What follows belongs to an exercise in optimizing a design on an open flow for small area, a short achievable clock period and few clock cycles; a production flow would make more cautious choices. In this exercise RTL edits were held to simulation tests only and were not proved equivalent to the original. Power and IR drop assume default switching activity.

==> pepper <==
## positional_sequential_list
module positional_sequential_list (
  input  logic        clk_i,
  input  logic        rst_ni,
  input  logic        req_valid_i,
  output logic        req_ready_o,
  input  logic [1:0]  req_kind_i,
  input  logic [6:0]  req_position_i,
  input  logic [31:0] req_key_i,
  input  logic [63:0] req_payload_i,
  output logic        rsp_valid_o,
  input  logic        rsp_ready_i,
  output logic [1:0]  rsp_status_o,
  output logic [6:0]  rsp_found_position_o,
  output logic [31:0] rsp_record_key_o,
  output logic [63:0] rsp_record_payload_o,
  output logic [6:0]  rsp_count_o
);
clock: 10.0 ns
lec_check: 0
cap_margin: 20
core_margin: 2
core_utilization: 55
cts_cluster_diameter: 100
cts_cluster_size: 20
slew_margin: 20
synth_hierarchical: 1
synth_memory_max_bits: 8192
standard.sh (not shown) runs the stock make flow with config.mk's settings and CLKGATE_MAP_FILE= SYNTH_SCRIPT=/design/flow/synth_recipe.tcl, a recipe that flattens the netlist after the stock synthesis.
==> flow/flow/run.sh <==
#!/bin/bash
# Layout flow: the standard flow (standard.sh, which runs ORFS) unchanged, except
#  - before global placement (after the pins are placed) the register driving each
#    output port is put next to that port's pin and held there for global placement
#    only (place_outregs.tcl, unfix.tcl); everything else is placed by ORFS as usual.
# Each ORFS step writes its full log under orfs/logs/; make's own output goes to
# make_finish.log in this folder.
set -euo pipefail
here=$(pwd)
bash standard.sh SETUP_SLACK_MARGIN=6.5 \
  PRE_GLOBAL_PLACE_TCL="$here/flow/place_outregs.tcl" \
  POST_GLOBAL_PLACE_TCL="$here/flow/unfix.tcl" \
  finish > make_finish.log 2>&1
Other scripts of this flow, unchanged in this note and not shown: flow/flow/place_outregs.tcl, flow/flow/unfix.tcl
==> inputs of maple, as changes to pepper <==
--- a/flow/design.v
+++ b/flow/design.v
@@ -8,11 +8,10 @@
   input  logic        ins_i,      
   input  logic        del_i,      
   input  logic        adv_i,      
   input  logic        srch_i,     
   input  logic        get_i,      
-  input  logic        pget_i,     
   input  logic [5:0]  q_i,        
   input  logic [31:0] key_i,      
   input  logic [63:0] pay_i,      
   input  logic [7:0]  mhi_i,      
   output logic        used_o,     
@@ -24,11 +23,12 @@
 );
   logic [31:0] key_q;
   logic [63:0] pay_q;
   logic [5:0]  pos_q;
   logic        used_q, used_d;
-  logic        vec_q;      
+  logic        srch_q;     
+  logic        sel_q;      
   logic        sel2_q;     
   logic        we_q;
   logic        raw_q;
   logic hit, match, ge, gt, cand;
   logic [5:0] step;
@@ -50,12 +50,13 @@
       pay_q <= pay_i;
     end
     if (ins_i && we_q) pos_q <= q_i;
     else if ((ins_i && ge) || (del_i && gt)) pos_q <= pos_q ^ step;
     if (adv_i) begin
-      vec_q  <= (srch_i && match) || (get_i && hit);
-      sel2_q <= vec_q && pget_i;
+      srch_q <= srch_i && match;
+      sel_q  <= get_i && hit;
+      sel2_q <= sel_q;
     end
   end
   always_comb begin
     used_d = used_q;
     if (ins_i && we_q) used_d = 1'b1;
@@ -66,11 +67,11 @@
     else used_q <= used_d;
   end
   assign used_o = used_q;
   assign hit_o  = hit;
   assign we_o   = we_q;
-  assign cand   = vec_q && mhi_i[pos_q[5:3]];
+  assign cand   = srch_q && mhi_i[pos_q[5:3]];
   always_comb begin
     for (int v = 0; v < 8; v++) begin
       zhi_no[v] = !(match && pos_q[5:3] == 3'(v));
       zlo_no[v] = !(cand && pos_q[2:0] == 3'(v));
     end
@@ -87,11 +88,10 @@
   input  logic        ins_i,
   input  logic        del_i,
   input  logic        adv_i,
   input  logic        srch_i,
   input  logic        get_i,
-  input  logic        pget_i,
   input  logic [5:0]  q_i,
   input  logic [31:0] key_i,
   input  logic [63:0] pay_i,
   input  logic [7:0]  mhi_i,
   output logic [3:0]  used_o,
@@ -107,11 +107,11 @@
   for (genvar j = 0; j < 4; j++) begin : g_s
     psl_slot u (
       .clk_i, .rst_ni, .ld_i,
       .we_i   (we_i[j]),
       .kin_i, .kpatch_i,
-      .ins_i, .del_i, .adv_i, .srch_i, .get_i, .pget_i,
+      .ins_i, .del_i, .adv_i, .srch_i, .get_i,
       .q_i, .key_i, .pay_i, .mhi_i,
       .used_o (used_o[j]),
       .hit_o  (hit_o[j]),
       .we_o   (we_o[j]),
       .zhi_no (zhi_n[j]),
@@ -133,11 +133,10 @@
   input  logic        ins_i,
   input  logic        del_i,
   input  logic        adv_i,
   input  logic        srch_i,
   input  logic        get_i,
-  input  logic        pget_i,
   input  logic [5:0]  q_i,
   input  logic [31:0] key_i,
   input  logic [63:0] pay_i,
   input  logic [7:0]  mhi_i,
   output logic [15:0] used_o,
@@ -153,11 +152,11 @@
   for (genvar k = 0; k < 4; k++) begin : g_q
     psl_quad u (
       .clk_i, .rst_ni, .ld_i,
       .we_i   (we_i[4*k +: 4]),
       .kin_i, .kpatch_i,
-      .ins_i, .del_i, .adv_i, .srch_i, .get_i, .pget_i,
+      .ins_i, .del_i, .adv_i, .srch_i, .get_i,
       .q_i, .key_i, .pay_i, .mhi_i,
       .used_o (used_o[4*k +: 4]),
       .hit_o  (hit_o[4*k +: 4]),
       .we_o   (we_o[4*k +: 4]),
       .zhi_o  (zhi[k]),
@@ -202,11 +201,10 @@
   logic [6:0]  r_q_q;
   logic [31:0] r_key_q;
   logic [63:0] r_pay_q;
   logic        p_valid_q;
   logic        p_search_q;
-  logic        p_get_q;
   logic [1:0]  p_status_q;
   logic [6:0]  p_cnt_q;
   logic        p_any_q;
   logic [7:0]  p_mhi_q;     
   logic [2:0]  p_mhib_q;    
@@ -304,11 +302,10 @@
       .ins_i   (ins_x),
       .del_i   (del_x),
       .adv_i   (adv),
       .srch_i  (r_search_q),
       .get_i   (r_get_q),
-      .pget_i  (p_get_q),
       .q_i     (r_q_q[5:0]),
       .key_i   (r_key_q),
       .pay_i   (r_pay_q),
       .mhi_i   (p_mhi_q),
       .used_o  (used[16*h +: 16]),
@@ -390,11 +387,10 @@
       r_key_q    <= req_key_i;
       r_pay_q    <= req_payload_i;
     end
     if (adv) begin
       p_search_q <= r_search_q;
-      p_get_q    <= r_get_q;
       p_status_q <= r_status_q;
       p_cnt_q    <= e1_cnt;
       p_any_q    <= |zhi;
       p_mhi_q    <= mhi;
       p_mhib_q   <= mhib;
==> inputs of nickel, as changes to pepper <==
--- a/flow/design.v
+++ b/flow/design.v
@@ -8,14 +8,14 @@
   input  logic        ins_i,      
   input  logic        del_i,      
   input  logic        adv_i,      
   input  logic        srch_i,     
   input  logic        get_i,      
-  input  logic        pget_i,     
   input  logic [5:0]  q_i,        
   input  logic [31:0] key_i,      
   input  logic [63:0] pay_i,      
+  input  logic        rdget_i,    
   input  logic [7:0]  mhi_i,      
   output logic        used_o,     
   output logic        hit_o,      
   output logic        we_o,       
   output logic [7:0]  zhi_no,     
@@ -24,12 +24,11 @@
 );
   logic [31:0] key_q;
   logic [63:0] pay_q;
   logic [5:0]  pos_q;
   logic        used_q, used_d;
-  logic        vec_q;      
-  logic        sel2_q;     
+  logic        vec_q;
   logic        we_q;
   logic        raw_q;
   logic hit, match, ge, gt, cand;
   logic [5:0] step;
   assign hit   = used_q && (pos_q == q_i);
@@ -43,20 +42,17 @@
   always_ff @(posedge clk_i) begin
     if (ld_i) begin
       we_q  <= we_i;
       raw_q <= (ins_i && we_q) ? kpatch_i : (key_q == kin_i);
     end
-    if (ins_i && we_q) begin
+    if (we_q) begin
       key_q <= key_i;
       pay_q <= pay_i;
     end
     if (ins_i && we_q) pos_q <= q_i;
     else if ((ins_i && ge) || (del_i && gt)) pos_q <= pos_q ^ step;
-    if (adv_i) begin
-      vec_q  <= (srch_i && match) || (get_i && hit);
-      sel2_q <= vec_q && pget_i;
-    end
+    if (adv_i) vec_q <= (srch_i && cand) || (get_i && hit);
   end
   always_comb begin
     used_d = used_q;
     if (ins_i && we_q) used_d = 1'b1;
     else if (del_i && hit) used_d = 1'b0;
@@ -66,18 +62,18 @@
     else used_q <= used_d;
   end
   assign used_o = used_q;
   assign hit_o  = hit;
   assign we_o   = we_q;
-  assign cand   = vec_q && mhi_i[pos_q[5:3]];
+  assign cand   = match && mhi_i[pos_q[5:3]];
   always_comb begin
     for (int v = 0; v < 8; v++) begin
       zhi_no[v] = !(match && pos_q[5:3] == 3'(v));
-      zlo_no[v] = !(cand && pos_q[2:0] == 3'(v));
+      zlo_no[v] = !(vec_q && pos_q[2:0] == 3'(v));
     end
   end
-  assign rd_no = ~({key_q, pay_q} & {96{sel2_q}});
+  assign rd_no = ~({key_q, pay_q} & {96{vec_q && rdget_i}});
 endmodule
 module psl_quad (
   input  logic        clk_i,
   input  logic        rst_ni,
   input  logic        ld_i,
@@ -87,14 +83,14 @@
   input  logic        ins_i,
   input  logic        del_i,
   input  logic        adv_i,
   input  logic        srch_i,
   input  logic        get_i,
-  input  logic        pget_i,
   input  logic [5:0]  q_i,
   input  logic [31:0] key_i,
   input  logic [63:0] pay_i,
+  input  logic        rdget_i,
   input  logic [7:0]  mhi_i,
   output logic [3:0]  used_o,
   output logic [3:0]  hit_o,
   output logic [3:0]  we_o,
   output logic [7:0]  zhi_o,
@@ -107,12 +103,12 @@
   for (genvar j = 0; j < 4; j++) begin : g_s
     psl_slot u (
       .clk_i, .rst_ni, .ld_i,
       .we_i   (we_i[j]),
       .kin_i, .kpatch_i,
-      .ins_i, .del_i, .adv_i, .srch_i, .get_i, .pget_i,
-      .q_i, .key_i, .pay_i, .mhi_i,
+      .ins_i, .del_i, .adv_i, .srch_i, .get_i,
+      .q_i, .key_i, .pay_i, .rdget_i, .mhi_i,
       .used_o (used_o[j]),
       .hit_o  (hit_o[j]),
       .we_o   (we_o[j]),
       .zhi_no (zhi_n[j]),
       .zlo_no (zlo_n[j]),
@@ -133,14 +129,14 @@
   input  logic        ins_i,
   input  logic        del_i,
   input  logic        adv_i,
   input  logic        srch_i,
   input  logic        get_i,
-  input  logic        pget_i,
   input  logic [5:0]  q_i,
   input  logic [31:0] key_i,
   input  logic [63:0] pay_i,
+  input  logic        rdget_i,
   input  logic [7:0]  mhi_i,
   output logic [15:0] used_o,
   output logic [15:0] hit_o,
   output logic [15:0] we_o,
   output logic [7:0]  zhi_no,
@@ -153,12 +149,12 @@
   for (genvar k = 0; k < 4; k++) begin : g_q
     psl_quad u (
       .clk_i, .rst_ni, .ld_i,
       .we_i   (we_i[4*k +: 4]),
       .kin_i, .kpatch_i,
-      .ins_i, .del_i, .adv_i, .srch_i, .get_i, .pget_i,
-      .q_i, .key_i, .pay_i, .mhi_i,
+      .ins_i, .del_i, .adv_i, .srch_i, .get_i,
+      .q_i, .key_i, .pay_i, .rdget_i, .mhi_i,
       .used_o (used_o[4*k +: 4]),
       .hit_o  (hit_o[4*k +: 4]),
       .we_o   (we_o[4*k +: 4]),
       .zhi_o  (zhi[k]),
       .zlo_o  (zlo[k]),
@@ -201,36 +197,27 @@
   logic [1:0]  r_status_q;
   logic [6:0]  r_q_q;
   logic [31:0] r_key_q;
   logic [63:0] r_pay_q;
   logic        p_valid_q;
-  logic        p_search_q;
   logic        p_get_q;
+  logic        p_search_q;
   logic [1:0]  p_status_q;
   logic [6:0]  p_cnt_q;
   logic        p_any_q;
-  logic [7:0]  p_mhi_q;     
   logic [2:0]  p_mhib_q;    
   logic [3:0]  p_mhi1_q;    
-  logic        p2_valid_q;
-  logic        p2_search_q;
-  logic [1:0]  p2_status_q;
-  logic [6:0]  p2_cnt_q;
-  logic        p2_any_q;
-  logic [2:0]  p2_mhib_q;
-  logic [3:0]  p2_mhi1_q;
-  logic [7:0]  p2_zlo_q;
   logic        o_valid_q, s_valid_q;
   logic [1:0]  o_status_q, s_status_q;
   logic [6:0]  o_found_q, s_found_q;
   logic [31:0] o_key_q, s_key_q;
   logic [63:0] o_pay_q, s_pay_q;
   logic [6:0]  o_cnt_q, s_cnt_q;
-  logic adv, exec, ready_q, nready_out_q, o_valid_out_q;
+  logic adv, exec, ready_q, ready_out_q, o_valid_out_q;
   assign adv  = !s_valid_q;
   assign exec = adv && r_valid_q;
-  assign req_ready_o = !nready_out_q;
+  assign req_ready_o = ready_out_q;
   logic ins_x, del_x;
   logic [6:0] e1_cnt;
   logic [N-1:0] used, hit, wev;
   assign ins_x  = exec && r_ins_q;
   assign del_x  = exec && r_del_q;
@@ -304,15 +291,15 @@
       .ins_i   (ins_x),
       .del_i   (del_x),
       .adv_i   (adv),
       .srch_i  (r_search_q),
       .get_i   (r_get_q),
-      .pget_i  (p_get_q),
       .q_i     (r_q_q[5:0]),
       .key_i   (r_key_q),
       .pay_i   (r_pay_q),
-      .mhi_i   (p_mhi_q),
+      .rdget_i (p_get_q),
+      .mhi_i   (mhi),
       .used_o  (used[16*h +: 16]),
       .hit_o   (hit[16*h +: 16]),
       .we_o    (wev[16*h +: 16]),
       .zhi_no  (zhi_n[h]),
       .zlo_no  (zlo_n[h]),
@@ -320,65 +307,61 @@
     );
   end
   assign zhi = ~(zhi_n[0] & zhi_n[1] & zhi_n[2] & zhi_n[3]);
   assign zlo = ~(zlo_n[0] & zlo_n[1] & zlo_n[2] & zlo_n[3]);
   assign rd  = ~(rd_n[0] & rd_n[1] & rd_n[2] & rd_n[3]);
-  logic [1:0]  e3_status;
-  logic [6:0]  e3_found;
+  logic [1:0]  e2_status;
+  logic [6:0]  e2_found;
   always_comb begin
     mhi  = '0;
     mhib = '0;
     mhi1 = '0;
     for (int v = 7; v >= 0; v--) if (zhi[v]) begin
       mhi  = 8'(1) << v;
       mhib = 3'(v);
       mhi1 = 4'(v + 1);
     end
     mlo1 = '0;
-    for (int v = 7; v >= 0; v--) if (p2_zlo_q[v]) mlo1 = 4'(v + 1);
+    for (int v = 7; v >= 0; v--) if (zlo[v]) mlo1 = 4'(v + 1);
   end
-  assign e3_status = p2_search_q ? (p2_any_q ? StOk : StMissing) : p2_status_q;
+  assign e2_status = p_search_q ? (p_any_q ? StOk : StMissing) : p_status_q;
   always_comb begin
-    e3_found = 7'd0;
-    if (p2_search_q && p2_any_q) begin
-      if (mlo1[3]) e3_found = {p2_mhi1_q, 3'd0};
-      else e3_found = {1'b0, p2_mhib_q, mlo1[2:0]};
+    e2_found = 7'd0;
+    if (p_search_q && p_any_q) begin
+      if (mlo1[3]) e2_found = {p_mhi1_q, 3'd0};
+      else e2_found = {1'b0, p_mhib_q, mlo1[2:0]};
     end
   end
-  logic e3_out, o_free;
+  logic e2_out, o_free;
   logic s_valid_d, r_valid_d;
-  assign e3_out = adv && p2_valid_q;
+  assign e2_out = adv && p_valid_q;
   assign o_free = !o_valid_q || rsp_ready_i;
   always_comb begin
     s_valid_d = s_valid_q;
     if (o_free) s_valid_d = 1'b0;
-    else if (e3_out) s_valid_d = 1'b1;
+    else if (e2_out) s_valid_d = 1'b1;
     r_valid_d = ready_q ? req_valid_i : r_valid_q;
   end
   always_ff @(posedge clk_i or negedge rst_ni) begin
     if (!rst_ni) begin
       cnt_q     <= '0;
       r_valid_q <= 1'b0;
       p_valid_q <= 1'b0;
-      p2_valid_q <= 1'b0;
       o_valid_q <= 1'b0;
       s_valid_q <= 1'b0;
       ready_q   <= 1'b1;
-      nready_out_q  <= 1'b0;
+      ready_out_q   <= 1'b1;
       o_valid_out_q <= 1'b0;
     end else begin
       r_valid_q <= r_valid_d;
-      if (adv) begin
-        p_valid_q  <= r_valid_q;
-        p2_valid_q <= p_valid_q;
-      end
+      if (adv) p_valid_q <= r_valid_q;
       if (exec) cnt_q <= e1_cnt;
-      if (o_free) o_valid_q <= s_valid_q || e3_out;
-      if (!o_valid_out_q || rsp_ready_i) o_valid_out_q <= s_valid_q || e3_out;
+      if (o_free) o_valid_q <= s_valid_q || e2_out;
+      if (!o_valid_out_q || rsp_ready_i) o_valid_out_q <= s_valid_q || e2_out;
       s_valid_q <= s_valid_d;
       ready_q     <= !r_valid_d || !s_valid_d;
-      nready_out_q <= (nready_out_q ? r_valid_q : req_valid_i) && s_valid_d;
+      ready_out_q <= !(ready_out_q ? req_valid_i : r_valid_q) || !s_valid_d;
     end
   end
   always_ff @(posedge clk_i) begin
     if (ready_q) begin
       r_get_q    <= a_get;
@@ -389,25 +372,17 @@
       r_q_q      <= a_q;
       r_key_q    <= req_key_i;
       r_pay_q    <= req_payload_i;
     end
     if (adv) begin
-      p_search_q <= r_search_q;
       p_get_q    <= r_get_q;
+      p_search_q <= r_search_q;
       p_status_q <= r_status_q;
       p_cnt_q    <= e1_cnt;
       p_any_q    <= |zhi;
-      p_mhi_q    <= mhi;
       p_mhib_q   <= mhib;
       p_mhi1_q   <= mhi1;
-      p2_search_q <= p_search_q;
-      p2_status_q <= p_status_q;
-      p2_cnt_q    <= p_cnt_q;
-      p2_any_q    <= p_any_q;
-      p2_mhib_q   <= p_mhib_q;
-      p2_mhi1_q   <= p_mhi1_q;
-      p2_zlo_q    <= zlo;
     end
   end
   always_ff @(posedge clk_i) begin
     if (o_free) begin
       if (s_valid_q) begin
@@ -415,23 +390,23 @@
         o_found_q  <= s_found_q;
         o_key_q    <= s_key_q;
         o_pay_q    <= s_pay_q;
         o_cnt_q    <= s_cnt_q;
       end else begin
-        o_status_q <= e3_status;
-        o_found_q  <= e3_found;
+        o_status_q <= e2_status;
+        o_found_q  <= e2_found;
         o_key_q    <= rd[95:64];
         o_pay_q    <= rd[63:0];
-        o_cnt_q    <= p2_cnt_q;
+        o_cnt_q    <= p_cnt_q;
       end
     end
-    if (!o_free && e3_out) begin
-      s_status_q <= e3_status;
-      s_found_q  <= e3_found;
+    if (!o_free && e2_out) begin
+      s_status_q <= e2_status;
+      s_found_q  <= e2_found;
       s_key_q    <= rd[95:64];
       s_pay_q    <= rd[63:0];
-      s_cnt_q    <= p2_cnt_q;
+      s_cnt_q    <= p_cnt_q;
     end
   end
   assign rsp_valid_o          = o_valid_out_q;
   assign rsp_status_o         = o_status_q;
   assign rsp_found_position_o = o_found_q;
CORE_UTILIZATION = 60   (was 55)
==> comparison table <==
| item | nickel | pepper | maple |
|---|---|---|---|
| WL final | 1240 mm | 1210 mm | 1260 mm |
| Adder-Cell Fraction of Synth Area | 1.61% | 1.57% | 1.59% |
| Fraction of power consumed by combinational cells | 29.3% | 34.0% | 35.2% |
| Seq/total area | 59.8% | 60.2% | 60.9% |
| Overall via count from detail_route | 232,765 | 228,181 | 229,165 |
| FFs w/ async S/R, synth | 1.09% | 1.09% | 1.08% |
| Multi-input comb cells | 17,515 | 17,996 | 17,539 |
| Met3 wirelength from detailed routing | 181 mm | 138 mm | 157 mm |
| Layout cell share with drive strength beyond 1 | 10.7% | 10.6% | 10.6% |
| M3 GR Usage | 12.3% | 7.19% | 9.19% |
| ClkCell Share | 3.07% | 3.15% | 3.18% |
| Number of placed cells counting well taps | 33,225 | 34,692 | 34,337 |
| Height of the chip | 740 um | 781 um | 778 um |
| Power Density | 225 nW/um^2 | 237 nW/um^2 | 243 nW/um^2 |
| Count of mapped cells out of synthesis | 26,289 | 26,855 | 26,517 |
| Power drawn by the sequential cells | 0.0397 W | 0.0386 W | 0.0388 W |
| Net Count, Synth | 26,817 | 27,382 | 27,044 |
| Grt met2 use | 61.2% | 56.8% | 60.1% |
| Outcome | complete, no violations | complete, no violations | complete, no violations |
| Critical Path Source | g_h[1].u.g_q[1].u.g_s[2].u.raw_q | o_key_q[9] | o_pay_q[60] |
| Hold endpoint | p_status_q[0] | p2_cnt_q[4] | g_h[0].u.g_q[3].u.g_s[0].u.sel2_q |
| Placement Setup Slack | 4360 ps | 4540 ps | 4240 ps |
| Crit-path max cell delay | 630 ps | 470 ps | 550 ps |
Testbench counts of pepper, summed over its fixed seeds: cycles 12,032.
Testbench counts of maple, summed over its fixed seeds: cycles 12,032.
Testbench counts of nickel, summed over its fixed seeds: cycles 12,024.

separate check: timing with driven ports:
Ports are ideal in the flow. The routed layouts listed here were re-timed in OpenROAD. Step 1 assumes that a clkbuf_16 drives the clock port and a buf_2 every other input. Step 2 also shifts input and output timing later by t, the mid clock arrival at the registers, as if the neighbouring blocks saw the same clock. Three values: ideal ports, drivers, drivers and shift; two values: the first two.
run | t (ns) | slack for setup (ns) | latest minus earliest clock arrival (ns) | worst register clock-pin slew, ns | pins driven straight from the clock port
pepper | 1.202 | 6.290 / 6.152 / 5.390 | 0.085 / 0.085 | 0.10 / 0.10 | 1
maple | 1.216 | 6.217 / 6.063 / 5.304 | 0.081 / 0.081 | 0.10 / 0.10 | 1
nickel | 1.214 | 5.887 / 5.887 / 5.255 | 0.117 / 0.117 | 0.11 / 0.11 | 1
After both steps setup and hold are still met in every run listed. For maple, which loses most, drivers alone change the setup slack by -0.154 ns; drivers and shift together by -0.913 ns.
